What follows belongs to an exercise in optimizing a design on an open flow for small area; a production flow would make more cautious choices. Function was checked by simulation only, so behaviour that the tests miss may differ from the original. Power and IR drop assume default switching activity.

==> zinc: inputs <==
==> flow/design.v <==
package cic_vco_pkg;
   typedef enum logic [1:0] {
      IDLE  = 2'd0,
      FLUSH = 2'd1,
      RUN   = 2'd2
   } state_e;
   function automatic integer ow_calc(input integer iw, input integer order, input integer rmax_log2);
      ow_calc = iw + 1 + order * rmax_log2;
   endfunction
   function automatic integer dec_w_calc(input integer rmax_log2);
      dec_w_calc = $clog2(rmax_log2 + 1);
   endfunction
   localparam int RMAX_LOG2_DEF = 4;
   localparam int DEC_W_DEF     = dec_w_calc(RMAX_LOG2_DEF);
endpackage
module cic_vco_channel
#(
   parameter int IW    = 6,
   parameter int OW    = 19
) (
   input  logic          clk,
   input  logic          rst_n,
   input  logic          busy,    
   input  logic          ld,      
   input  logic          upd,     
   input  logic [IW-1:0] in_p,
   input  logic [IW-1:0] in_m,
   output logic [OW-1:0] out
);
   logic [IW-1:0] prev_p_q, prev_m_q;
   logic [IW-1:0] dp, dm;
   logic [IW:0]   d, dl_q;
   logic [OW-1:0] i0_q, i1_q, i2_q;
   logic [OW-1:0] d1_q, e_q;
   logic [OW-1:0] out_q;
   logic [OW-1:0] i2_base, x3, e_n;
   assign dp      = in_p - prev_p_q;
   assign dm      = in_m - prev_m_q;
   assign d       = {1'b0, dp} - {1'b0, dm};
   assign i2_base = ld ? '0 : i2_q;
   assign x3      = i2_q - e_q;
   assign e_n     = {i2_q[OW-2:0], 1'b0} - d1_q;
   always_ff @(posedge clk) begin
      prev_p_q <= in_p;
      prev_m_q <= in_m;
      if (!busy) begin
         dl_q <= '0;
         i0_q <= '0;
         i1_q <= '0;
         i2_q <= '0;
         d1_q <= '0;
         e_q  <= '0;
      end else begin
         dl_q <= d;
         i0_q <= i0_q + {{(OW-IW-1){dl_q[IW]}}, dl_q};
         i1_q <= i1_q + i0_q;
         i2_q <= i2_base + i1_q;
         if (ld) begin
            d1_q <= i2_q;
            e_q  <= e_n;
         end
      end
   end
   always_ff @(posedge clk) begin
      if (!rst_n) begin
         out_q <= '0;
      end else if (upd) begin
         out_q <= x3;
      end
   end
   assign out = out_q;
endmodule
module cic_vco_decimator_mc
#(
   parameter  int NCH       = 4,
   parameter  int IW        = 6,
   parameter  int ORDER     = 3,
   parameter  int RMAX_LOG2 = 4,
   localparam int OW        = cic_vco_pkg::ow_calc(IW, ORDER, RMAX_LOG2),
   localparam int DW        = cic_vco_pkg::dec_w_calc(RMAX_LOG2)
) (
   input  logic              CLK,
   input  logic              RES,
   input  logic              ENABLE,
   input  logic [DW-1:0]     DEC_LOG2,
   input  logic [NCH*IW-1:0] IN_p,
   input  logic [NCH*IW-1:0] IN_m,
   output logic [NCH*OW-1:0] OUT,
   output logic              OUT_VALID,
   output logic              BUSY
);
   localparam int CW = RMAX_LOG2;
   logic          busy_q;       
   logic          run_q;        
   logic [1:0]    fcnt_q;       
   logic [CW-1:0] mask_q;       
   logic [CW-1:0] cnt_q;        
   logic          ld_q;         
   logic          pend_q;       
   logic          valid_q;
   logic [CW-1:0] mask_n;
   logic          tick;
   logic          upd;
   always_comb begin
      case (DEC_LOG2)
         3'd0:    mask_n = 4'b0000;
         3'd1:    mask_n = 4'b0001;
         3'd2:    mask_n = 4'b0011;
         3'd3:    mask_n = 4'b0111;
         default: mask_n = 4'b1111;
      endcase
   end
   assign tick = busy_q && ENABLE && (&(cnt_q | ~mask_q));
   assign upd  = busy_q && ENABLE && ld_q;
   always_ff @(posedge CLK) begin
      if (!busy_q) begin
         mask_q <= mask_n;
         cnt_q  <= '0;
         fcnt_q <= '0;
      end else begin
         cnt_q <= cnt_q + CW'(1);
         if (tick && !run_q) fcnt_q <= fcnt_q + 2'd1;
      end
      ld_q   <= tick;
      pend_q <= tick && run_q;
   end
   always_ff @(posedge CLK) begin
      if (!RES) begin
         busy_q  <= 1'b0;
         run_q   <= 1'b0;
         valid_q <= 1'b0;
      end else begin
         busy_q  <= ENABLE;
         run_q   <= busy_q && ENABLE && (run_q || (tick && fcnt_q == 2'd3));
         valid_q <= run_q && ENABLE && pend_q;
      end
   end
   for (genvar c = 0; c < NCH; c++) begin : g_ch
      cic_vco_channel #(
         .IW    (IW),
         .OW    (OW)
      ) u_ch (
         .clk   (CLK),
         .rst_n (RES),
         .busy  (busy_q),
         .ld    (ld_q),
         .upd   (upd),
         .in_p  (IN_p[c*IW +: IW]),
         .in_m  (IN_m[c*IW +: IW]),
         .out   (OUT[c*OW +: OW])
      );
   end
   assign OUT_VALID = valid_q;
   assign BUSY      = busy_q;
endmodule
==> flow/run.sh <==
#!/bin/bash
# synth_recipe.tcl (not shown) runs the flow's synth.tcl, then flattens the netlist and writes it again
# the make line also repeats each setting of config.mk as NAME=value (left out here)
make -C /OpenROAD-flow-scripts/flow DESIGN_CONFIG=/design/flow/config.mk WORK_HOME=/design/flow/orfs CLKGATE_MAP_FILE= SYNTH_SCRIPT=/design/flow/synth_recipe.tcl finish
==> flow/config.mk <==
export PLATFORM = sky130hd
export DESIGN_NAME = cic_vco_decimator_mc
export DESIGN_NICKNAME = cic_vco_decimator_mc
export VERILOG_FILES = /design/flow/design.v
export SDC_FILE = /design/flow/constraint.sdc
export NUM_CORES = 4
export LEC_CHECK = 0
export CAP_MARGIN = 20
export CORE_MARGIN = 2
export CORE_UTILIZATION = 40
export SLEW_MARGIN = 20
==> flow/constraint.sdc <==
create_clock -name core_clock -period 7.0 [get_ports {CLK}]
set_input_delay 1.4000 -clock core_clock [delete_from_list [all_inputs] [get_ports {CLK}]]
set_output_delay 1.4000 -clock core_clock [all_outputs]
set_load 0.01 [all_outputs]
==> pepper (differences from zinc) <==
--- a/flow/design.v
+++ b/flow/design.v
@@ -15,2 +15,20 @@
 endpackage
+module cic_vco_rca
+#(
+   parameter int W = 8
+) (
+   input  logic [W-1:0] a,
+   input  logic [W-1:0] b,
+   input  logic         ci,
+   output logic [W-1:0] s,
+   output logic         co
+);
+   logic [W:0] c;
+   assign c[0] = ci;
+   for (genvar k = 0; k < W; k++) begin : g_bit
+      assign s[k]   = a[k] ^ b[k] ^ c[k];
+      assign c[k+1] = (a[k] & b[k]) | (a[k] & c[k]) | (b[k] & c[k]);
+   end
+   assign co = c[W];
+endmodule
 module cic_vco_channel
@@ -24,2 +42,5 @@
    input  logic          ld,      
+   input  logic          ld2,     
+   input  logic          hold,    
+   input  logic          hold2,   
    input  logic          upd,     
@@ -29,2 +50,4 @@
 );
+   localparam int LW = 9;
+   localparam int HW = OW - LW;
    logic [IW-1:0] prev_p_q, prev_m_q;
@@ -32,12 +55,42 @@
    logic [IW:0]   d, dl_q;
-   logic [OW-1:0] i0_q, i1_q, i2_q;
-   logic [OW-1:0] d1_q, e_q;
+   logic          dls_q;                  
+   logic          b1k_q;                  
+   logic [LW-1:0] b0l_q, b1l_q, p0l_q, p1l_q, p2l_q;
+   logic [HW-1:0] b0h_q, b1h_q, p0h_q, p1h_q, p2h_q;
+   logic          b0c_q, b1c_q, p0c_q, p1c_q, p2c_q;
+   logic [LW-1:0] b0l_n, b1l_n, p0l_n, p1l_n, p2l_n;
+   logic [HW-1:0] b0h_n, b1h_n, p0h_n, p1h_n, p2h_n;
+   logic          b0c_n, b1c_n, p0c_n, p1c_n, p2c_n;
+   logic [LW-1:0] p0l_b, p1l_b, p2l_b;
+   logic [HW-1:0] p0h_b, p1h_b, p2h_b;
    logic [OW-1:0] out_q;
-   logic [OW-1:0] i2_base, x3, e_n;
-   assign dp      = in_p - prev_p_q;
-   assign dm      = in_m - prev_m_q;
-   assign d       = {1'b0, dp} - {1'b0, dm};
-   assign i2_base = ld ? '0 : i2_q;
-   assign x3      = i2_q - e_q;
-   assign e_n     = {i2_q[OW-2:0], 1'b0} - d1_q;
+   assign dp = in_p - prev_p_q;
+   assign dm = in_m - prev_m_q;
+   assign d  = {1'b0, dp} - {1'b0, dm};
+   assign p0l_b = ({LW{ld}} & p1l_q) | ({LW{hold}} & p0l_q);
+   assign p1l_b = ({LW{ld}} & p2l_q) | ({LW{hold}} & p1l_q);
+   assign p2l_b = {LW{hold}} & p2l_q;
+   assign p0h_b = ({HW{ld2}} & p1h_q) | ({HW{hold2}} & p0h_q);
+   assign p1h_b = ({HW{ld2}} & p2h_q) | ({HW{hold2}} & p1h_q);
+   assign p2h_b = {HW{hold2}} & p2h_q;
+   cic_vco_rca #(.W(LW)) u_b0l (.a(b0l_q), .b({{(LW-IW-1){dl_q[IW]}}, dl_q}),
+                                .ci(1'b0), .s(b0l_n), .co(b0c_n));
+   cic_vco_rca #(.W(LW)) u_b1l (.a(b1l_q), .b(b0l_q),
+                                .ci(1'b0), .s(b1l_n), .co(b1c_n));
+   cic_vco_rca #(.W(LW)) u_p0l (.a(p0l_b), .b(b1l_q),
+                                .ci(1'b0), .s(p0l_n), .co(p0c_n));
+   cic_vco_rca #(.W(LW)) u_p1l (.a(p1l_b), .b(~{b1l_q[LW-2:0], 1'b0}),
+                                .ci(1'b1), .s(p1l_n), .co(p1c_n));
+   cic_vco_rca #(.W(LW)) u_p2l (.a(p2l_b), .b(b1l_q),
+                                .ci(1'b0), .s(p2l_n), .co(p2c_n));
+   cic_vco_rca #(.W(HW)) u_b0h (.a(b0h_q), .b({HW{dls_q}}),
+                                .ci(b0c_q), .s(b0h_n), .co());
+   cic_vco_rca #(.W(HW)) u_b1h (.a(b1h_q), .b(b0h_q),
+                                .ci(b1c_q), .s(b1h_n), .co());
+   cic_vco_rca #(.W(HW)) u_p0h (.a(p0h_b), .b(b1h_q),
+                                .ci(p0c_q), .s(p0h_n), .co());
+   cic_vco_rca #(.W(HW)) u_p1h (.a(p1h_b), .b(~{b1h_q[HW-2:0], b1k_q}),
+                                .ci(p1c_q), .s(p1h_n), .co());
+   cic_vco_rca #(.W(HW)) u_p2h (.a(p2h_b), .b(b1h_q),
+                                .ci(p2c_q), .s(p2h_n), .co());
    always_ff @(posedge clk) begin
@@ -45,18 +98,23 @@
       prev_m_q <= in_m;
+      p0l_q    <= p0l_n;  p0h_q <= p0h_n;
+      p1l_q    <= p1l_n;  p1h_q <= p1h_n;
+      p2l_q    <= p2l_n;  p2h_q <= p2h_n;
       if (!busy) begin
-         dl_q <= '0;
-         i0_q <= '0;
-         i1_q <= '0;
-         i2_q <= '0;
-         d1_q <= '0;
-         e_q  <= '0;
+         dl_q  <= '0;
+         dls_q <= 1'b0;
+         b1k_q <= 1'b0;
+         b0l_q <= '0;  b0h_q <= '0;  b0c_q <= 1'b0;
+         b1l_q <= '0;  b1h_q <= '0;  b1c_q <= 1'b0;
+         p0c_q <= 1'b0;
+         p1c_q <= 1'b1;   
+         p2c_q <= 1'b0;
       end else begin
-         dl_q <= d;
-         i0_q <= i0_q + {{(OW-IW-1){dl_q[IW]}}, dl_q};
-         i1_q <= i1_q + i0_q;
-         i2_q <= i2_base + i1_q;
-         if (ld) begin
-            d1_q <= i2_q;
-            e_q  <= e_n;
-         end
+         dl_q  <= d;
+         dls_q <= dl_q[IW];
+         b1k_q <= b1l_q[LW-1];
+         b0l_q <= b0l_n;  b0h_q <= b0h_n;  b0c_q <= b0c_n;
+         b1l_q <= b1l_n;  b1h_q <= b1h_n;  b1c_q <= b1c_n;
+         p0c_q <= p0c_n;
+         p1c_q <= p1c_n;
+         p2c_q <= p2c_n;
       end
@@ -67,3 +125,3 @@
       end else if (upd) begin
-         out_q <= x3;
+         out_q <= {p0h_n, p0l_q};
       end
@@ -98,2 +156,4 @@
    logic          ld_q;         
+   logic          ld2_q;        
+   logic          first_q;      
    logic          pend_q;       
@@ -124,2 +184,4 @@
       ld_q   <= tick;
+      ld2_q  <= busy_q && ld_q;
+      first_q <= !busy_q;
       pend_q <= tick && run_q;
@@ -146,2 +208,5 @@
          .ld    (ld_q),
+         .ld2   (ld2_q),
+         .hold  (!ld_q && !first_q),
+         .hold2 (!ld2_q && !first_q),
          .upd   (upd),
- CORE_UTILIZATION: 40 -> 60
- CTS_BUF_LIST: default -> sky130_fd_sc_hd__clkbuf_4
==> results.txt <==
Cells after DPL: zinc 5177; pepper 3066
Required arrival time at the worst endpoint: zinc 7.45 ns; pepper 7.85 ns
Total met2 wirelength after detailed routing: zinc 31500 microns; pepper 24300 microns
Worst-Skew Late Latency: zinc 0.61 ns; pepper 0.99 ns
Diodes inserted: zinc 0; pepper 4
Status: zinc finished clean; pepper finished clean
Fraction of area in registers: zinc 27.9%; pepper 37.2%
Maximum number of pins on one net before global-route repair: zinc 150; pepper 113
Leading power group: zinc the clock network; pepper registers
CLK BUF: zinc 96; pepper 234
Final Cycle Share: zinc 55.8%; pepper 83.7%
Met3 global-route usage: zinc 2.93%; pepper 5.86%
Die span in x: zinc 298 microns; pepper 218 microns
Number of combinational gates with multiple inputs: zinc 3059; pepper 1460
Syn Nets: zinc 4499; pepper 2909
Adder-cell share of the synthesized area: zinc 17.1%; pepper 29.1%

==> static timing again, ports no longer ideal <==
The results above use ideal ports. As a check the final layouts listed here were re-extracted and re-timed, cells and wires unchanged. Step 1 sets driving cells, clkbuf_16 on the clock port and buf_2 on the other inputs (assumed; they add their load-dependent delay and slew). Step 2, shift: input delay + t, output delay - t, t = (earliest + latest rising clock arrival at the registers) / 2. This alone moves slack from input paths to output paths. a / b / c = no drivers / after step 1 / after step 2; a / b = the first two.
run | t, ns | slack for setup (ns) | latest minus earliest clock arrival (ns) | cell pins on the clock port's net
zinc | 0.663 | 3.097 / 3.097 / 2.913 | 0.025 / 0.025 | 1
pepper | 1.019 | 1.144 / 1.144 / 1.144 | 0.043 / 0.044 | 1
After both steps every run listed still meets setup and hold. The setup slack of zinc, which loses most, moves by 0.000 ns with the drivers and by -0.184 ns with both steps.
